What follows belongs to an exercise in optimizing a design on an open flow for small area, a short achievable clock period and few clock cycles per item; a production flow would make more cautious choices.
Only simulation tests tie the RTL to the original design; equivalence was not proved.

==> 07-16: inputs <==
// turntable_scan_point_converter_unit
module turntable_scan_point_converter_unit #(
	parameter int TRIG_ENTRIES = tsp_pkg::TRIG_ENTRIES_DEF,
	parameter int SAMPLE_BITS  = tsp_pkg::SAMPLE_BITS_DEF
) (
	input  logic                                clk,
	input  logic                                arst_n,
	input  logic                                s_tvalid,
	output logic                                s_tready,
	input  logic [((SAMPLE_BITS+7)/8)*8-1:0]    s_tdata,   
	input  logic                                s_tuser,   
	output logic                                m_tvalid,
	input  logic                                m_tready,
	output logic [tsp_pkg::OUT_TDATA_W-1:0]     m_tdata,
	output logic                                m_tuser,   
	input  logic                                cfg_valid,
	output logic                                cfg_ready,
	input  logic [tsp_pkg::CFG_IDX_W-1:0]       cfg_index,
	input  logic [tsp_pkg::CFG_DATA_W-1:0]      cfg_data
);
export LEC_CHECK = 0
export ABC_AREA = 1
export CAP_MARGIN = 20
export CORE_MARGIN = 2
export CORE_UTILIZATION = 55
export CTS_BUF_LIST = sky130_fd_sc_hd__clkbuf_8 sky130_fd_sc_hd__clkbuf_4
export CTS_CLUSTER_SIZE = 24
export PLACE_DENSITY = 0.7
export SETUP_SLACK_MARGIN = 5
export SLEW_MARGIN = 20
create_clock -name core_clock -period 11.0 [get_ports {clk}]
standard.sh (not shown) runs the stock make flow with config.mk's settings and CLKGATE_MAP_FILE= SYNTH_SCRIPT=/design/flow/synth_recipe.tcl, a recipe that flattens the netlist after the stock synthesis.
==> flow/flow/run.sh <==
#!/bin/bash
# The standard layout (standard.sh: the standard synthesis, then ORFS from
# floorplan to finish), with two settings changed on make's command line:
#  - the timing repair's setup margin, so that repair_timing keeps working on
#    paths until they have that much slack at the design's clock period;
set -euo pipefail
MARGIN=$(sed -n 's/^SETUP_MARGIN=//p' flow/margin.txt)
bash standard.sh SETUP_SLACK_MARGIN=$MARGIN "BUFFER_PORTS_ARGS=-buffer_cell sky130_fd_sc_hd__buf_2" finish > make.log 2>&1
==> flow/flow/margin.txt <==
SETUP_MARGIN=7.4
==> 09-11 (differences from 07-16) <==
==> flow/flow/run.sh (replaced) <==
#!/bin/bash
set -euo pipefail
MARGIN=$(sed -n 's/^SETUP_MARGIN=//p' flow/margin.txt)
bash standard.sh SETUP_SLACK_MARGIN=$MARGIN finish > make.log 2>&1
CTS_BUF_LIST = default   (was sky130_fd_sc_hd__clkbuf_8 sky130_fd_sc_hd__clkbuf_4)
CTS_CLUSTER_SIZE = default   (was 24)
==> 10-01 (differences from 07-16) <==
CTS_BUF_LIST = default   (was sky130_fd_sc_hd__clkbuf_8 sky130_fd_sc_hd__clkbuf_4)
CTS_CLUSTER_SIZE = default   (was 24)
==> run notes <==
Number of multi-input combinational cells in the layout: 09-11 5331; 10-01 5330; 07-16 5330
Crit path DAT: 09-11 3.82 ns; 10-01 4.09 ns; 07-16 1.45 ns
Met3 usage in global routing: 09-11 5.50%; 10-01 6.04%; 07-16 6.62%
Setup bufs post-CTS: 09-11 45; 10-01 44; 07-16 52
Buffer type at the clock tree root: 09-11 clkbuf_16; 10-01 clkbuf_16; 07-16 clkbuf_8
Layout cell share with drive strength beyond 1: 09-11 8.84%; 10-01 9.49%; 07-16 10.7%
Number of buffer and inverter instances along the worst setup path: 09-11 4; 10-01 1; 07-16 1
Status: 09-11 complete, no violations; 10-01 complete, no violations; 07-16 complete, no violations
Library cell appearing most often on the critical path: 09-11 buf_12; 10-01 fa_1; 07-16 -
Final setup slack of the worst path: 09-11 7.36 ns; 10-01 7.39 ns; 07-16 7.35 ns
Post-route met1 wirelength: 09-11 80.7 mm; 10-01 80.2 mm; 07-16 80.4 mm
Number of buffers outside the clock class in the layout: 09-11 433; 10-01 413; 07-16 422
Antenna violations before repair: 09-11 8; 10-01 6; 07-16 4
Area fraction of clock buffers and clock inverters: 09-11 3.74%; 10-01 3.74%; 07-16 3.78%
Core occupancy in the finished layout: 09-11 62.6%; 10-01 61.6%; 07-16 61.7%
Worst Min Path Start: 09-11 pv2_q; 10-01 co_q[0]; 07-16 co_q[0]
Max-slew headroom: 09-11 23.3%; 10-01 24.1%; 07-16 29.8%
Testbench counts of 07-16, summed over its fixed seeds: cycles 12,040, items 12,000.
Testbench counts of 09-11, summed over its fixed seeds: cycles 12,040, items 12,000.
Testbench counts of 10-01, summed over its fixed seeds: cycles 12,040, items 12,000.

==> port drivers added, routing unchanged <==
Ports are ideal in the flow. The routed layouts listed here were re-timed in OpenROAD. Step 1, drivers: a clkbuf_16 drives clk and a buf_2 each remaining input, both assumed. Step 2 times the ports against the registers' clock, not the clock port: input delays grow and output delays shrink by t, the midpoint of the rising clock arrivals with the driver on. a / b / c = ideal / step 1 / step 2; a / b = the first two.
run | shift t [ns] | slack for setup (ns) | latest minus earliest clock arrival (ns) | slew at the worst register clock pin (ns)
07-16 | 0.960 | 7.351 / 7.276 / 6.591 | 0.069 / 0.070 | 0.07 / 0.07
09-11 | 0.800 | 7.363 / 7.367 / 6.624 | 0.079 / 0.079 | 0.07 / 0.07
10-01 | 0.797 | 7.391 / 7.391 / 6.760 | 0.080 / 0.080 | 0.07 / 0.07
After both steps setup and hold are still met in every run listed. For 07-16, which loses most, drivers alone change the setup slack by -0.075 ns; drivers and shift together by -0.760 ns.
